Context: an optimization exercise on an open-source flow, tuned for small area, a short achievable clock period and few clock cycles. The choices shown serve that exercise and are no tape-out recipe.
Where RTL was checked, it was by simulation tests only, not by an equivalence proof against the original.
Power figures rest on the tool's default switching activity, not on a simulated workload.

red:
==> flow/design.v <==
module frame_loader #(
    parameter int H_RES   = 640,
    parameter int V_RES   = 480,
    parameter int BPP     = 1,
    parameter int RAM_LAT = 1,
    parameter int ADDR_W  = 9,
    parameter int COORD_W = 11
) (
    input  logic           CLOCK_50,
    input  logic           reset_n,
    input  logic           start,
    input  logic           abort,
    input  logic           mirror,
    output logic           busy,
    output logic           done,
    output logic [ADDR_W-1:0]    read_addr,
    input  logic [H_RES*BPP-1:0] q,
    output logic [COORD_W-1:0]   pix_x,
    output logic [COORD_W-1:0]   pix_y,
    output logic [BPP-1:0]       pix_color,
    output logic                 pix_valid,
    input  logic                 pix_ready
);
    localparam int CW = 10;
    localparam int NC = 32;           
    localparam int NG = H_RES / NC;   
    localparam logic [CW-1:0]     X_LAST = H_RES - 1;
    localparam logic [ADDR_W-1:0] Y_LAST = V_RES - 1;
    localparam logic [CW-1:0]     PRE_FWD = '1;
    localparam logic [CW-1:0]     PRE_REV = H_RES;
    logic              busy_q, done_q, valid_q, wait_q, prime_q, mirror_q;
    logic [CW-1:0]     x_q;
    logic [ADDR_W-1:0] y_q;
    logic              color_q;
    logic [NG-1:0]     grp_n;
    logic          row_end, load;
    logic [CW-1:0] x_next;
    assign row_end = x_q == (mirror_q ? '0 : X_LAST);
    assign load    = busy_q && !abort && (valid_q ? (pix_ready && !row_end) : !prime_q);
    assign x_next  = mirror_q ? x_q - 1'b1 : x_q + 1'b1;
    logic [4:0]    c_lo;
    logic [NC-1:0] csel;
    logic [NG-1:0] grp_d;
    assign c_lo = mirror_q ? x_q[4:0] - (prime_q ? 5'd1 : 5'd2) : x_q[4:0] + (prime_q ? 5'd1 : 5'd2);
    always_comb
        for (int k = 0; k < NC; k++) csel[k] = c_lo == 5'(k);
    for (genvar j = 0; j < NG; j++) begin : g_grp
        fl_grp u (.d(q[NC*j +: NC]), .sel(csel), .y_n(grp_d[j]));
    end
    logic [NG-1:0] gsel;
    logic          pix_d;
    always_comb
        for (int j = 0; j < NG; j++) gsel[j] = x_next[9:5] == 5'(j);
    assign pix_d = |(~grp_n & gsel);
    always_ff @(posedge CLOCK_50 or negedge reset_n) begin
        if (!reset_n) begin
            busy_q  <= 1'b0;
            done_q  <= 1'b0;
            valid_q <= 1'b0;
            wait_q  <= 1'b0;
            prime_q <= 1'b0;
            y_q     <= '0;
        end else begin
            done_q <= 1'b0;
            if (!busy_q) begin
                if (start && !abort && !done_q) busy_q <= 1'b1;
                wait_q  <= 1'b0;
                prime_q <= 1'b1;
            end else if (abort) begin
                busy_q  <= 1'b0;
                valid_q <= 1'b0;
                y_q     <= '0;
            end else if (valid_q) begin
                if (pix_ready && row_end) begin
                    valid_q <= 1'b0;
                    if (y_q == Y_LAST) begin
                        busy_q <= 1'b0;
                        done_q <= 1'b1;
                        y_q    <= '0;
                    end else begin
                        wait_q  <= 1'b1;
                        prime_q <= 1'b1;
                        y_q     <= y_q + 1'b1;
                    end
                end
            end else if (wait_q) begin
                wait_q <= 1'b0;
            end else if (prime_q) begin
                prime_q <= 1'b0;
            end else begin
                valid_q <= 1'b1;
            end
        end
    end
    always_ff @(posedge CLOCK_50) begin
        if (!busy_q) begin
            mirror_q <= mirror;
            x_q      <= mirror ? PRE_REV : PRE_FWD;
        end else if (valid_q && pix_ready && !abort && row_end) begin
            x_q      <= mirror_q ? PRE_REV : PRE_FWD;
        end else if (load) begin
            x_q     <= x_next;
            color_q <= pix_d;
        end
    end
    always_ff @(posedge CLOCK_50)
        if (!valid_q || pix_ready) grp_n <= grp_d;
    assign busy      = busy_q;
    assign done      = done_q;
    assign read_addr = y_q;
    assign pix_x     = {{(COORD_W-CW){1'b0}}, x_q};
    assign pix_y     = {{(COORD_W-ADDR_W){1'b0}}, y_q};
    assign pix_color = color_q;
    assign pix_valid = valid_q;
endmodule
module fl_grp (
    input  logic [31:0] d,
    input  logic [31:0] sel,
    output logic        y_n
);
    assign y_n = !(|(d & sel));
endmodule
export LEC_CHECK = 0
export CAP_MARGIN = 20
export CORE_AREA = 5 5 235 235
export DIE_AREA = 0 0 240 240
export SETUP_SLACK_MARGIN = 2.5
export SLEW_MARGIN = 20
export SYNTH_HIERARCHICAL = 1
export SYNTH_MINIMUM_KEEP_SIZE = 0
export BUFFER_PORTS_ARGS = -buffer_cell sky130_fd_sc_hd__buf_1
create_clock -name core_clock -period 5.0 [get_ports {CLOCK_50}]
standard.sh (not shown) runs the stock make flow with config.mk's settings and CLKGATE_MAP_FILE= SYNTH_SCRIPT=/design/flow/synth_recipe.tcl, a recipe that flattens the netlist after the stock synthesis.
==> flow/flow/run.sh <==
#!/bin/bash
# The standard layout (standard.sh), with every port buffered by the smallest
# buffer, sky130_fd_sc_hd__buf_1, instead of the one buffer_ports picks, and
# any extra ORFS settings from flow/extra.mk.
set -euo pipefail
echo 'export BUFFER_PORTS_ARGS = -buffer_cell sky130_fd_sc_hd__buf_1' >> config.mk
if [[ -f flow/extra.mk ]]; then cat flow/extra.mk >> config.mk; fi
bash standard.sh > standard.log 2>&1
diff inputs: red => blue
--- a/flow/design.v
+++ b/flow/design.v
@@ -38,12 +38,13 @@
     assign row_end = x_q == (mirror_q ? '0 : X_LAST);
     assign load    = busy_q && !abort && (valid_q ? (pix_ready && !row_end) : !prime_q);
     assign x_next  = mirror_q ? x_q - 1'b1 : x_q + 1'b1;
-    logic [4:0]    c_lo;
+    logic [4:0]    c_q;
+    logic          fill;
     logic [NC-1:0] csel;
     logic [NG-1:0] grp_d;
-    assign c_lo = mirror_q ? x_q[4:0] - (prime_q ? 5'd1 : 5'd2) : x_q[4:0] + (prime_q ? 5'd1 : 5'd2);
+    assign fill = load || (busy_q && !valid_q && prime_q && !wait_q);
     always_comb
-        for (int k = 0; k < NC; k++) csel[k] = c_lo == 5'(k);
+        for (int k = 0; k < NC; k++) csel[k] = c_q == 5'(k);
     for (genvar j = 0; j < NG; j++) begin : g_grp
         fl_grp u (.d(q[NC*j +: NC]), .sel(csel), .y_n(grp_d[j]));
     end
@@ -103,8 +104,14 @@
             color_q <= pix_d;
         end
     end
-    always_ff @(posedge CLOCK_50)
-        if (!valid_q || pix_ready) grp_n <= grp_d;
+    always_ff @(posedge CLOCK_50) begin
+        if (!busy_q || valid_q && pix_ready && row_end) begin
+            c_q <= (busy_q ? mirror_q : mirror) ? 5'(H_RES - 1) : 5'd0;
+        end else if (fill) begin
+            grp_n <= grp_d;
+            c_q   <= mirror_q ? c_q - 1'b1 : c_q + 1'b1;
+        end
+    end
     assign busy      = busy_q;
     assign done      = done_q;
     assign read_addr = y_q;
Findings:
- blue went all the way through the flow, and no timing, DRC or antenna check failed.
- red: all stages complete, timing, DRC and antenna checks passed
- Taking red as the reference point, the area overhead of the layout relative to synthesis of blue falls by 28 points.
- The higher worst setup slack came out of blue.
- Compared with red, in blue area after synthesis moved up, combinational share of power decreased 11 points, utilization after layout lost 2.8 points.
- Wire length on blue is ahead of red.
- Summary of the comparison: proportion of power drawn by the clock network is higher in blue, relative to red.
- Of blue and red, red shows the lower clock-cell share of area, with blue above it.
- red ended up with prime_q as its launching instance or port of the critical path; blue ended up with x_q[1].
Testbench counts of blue, summed over its fixed seeds: cycles 4,938,256.
The RTL of red was laid out without a check of its function.

## port drivers added, routing unchanged
The results above use ideal ports. As a check the final layouts listed here were re-extracted and re-timed, cells and wires unchanged. Step 1 assumes that a clkbuf_16 drives the clock port and a buf_2 every other input. Step 2 times the ports against the registers' clock, not the clock port: input delays grow and output delays shrink by t, the midpoint of the rising clock arrivals with the driver on. Three values: no drivers, after step 1, after step 2; two values: the first two.
run	t, ns	setup WS [ns]	worst hold slack (ns)	worst setup path at the end	pins driven straight from the clock port
red	0.378	1.648 / 1.648 / 1.648	0.525 / 0.525 / 0.525	register to register	1
blue	0.357	2.229 / 2.229 / 2.229	0.583 / 0.583 / 0.583	register to register	1
After both steps setup and hold are still met in every run listed.
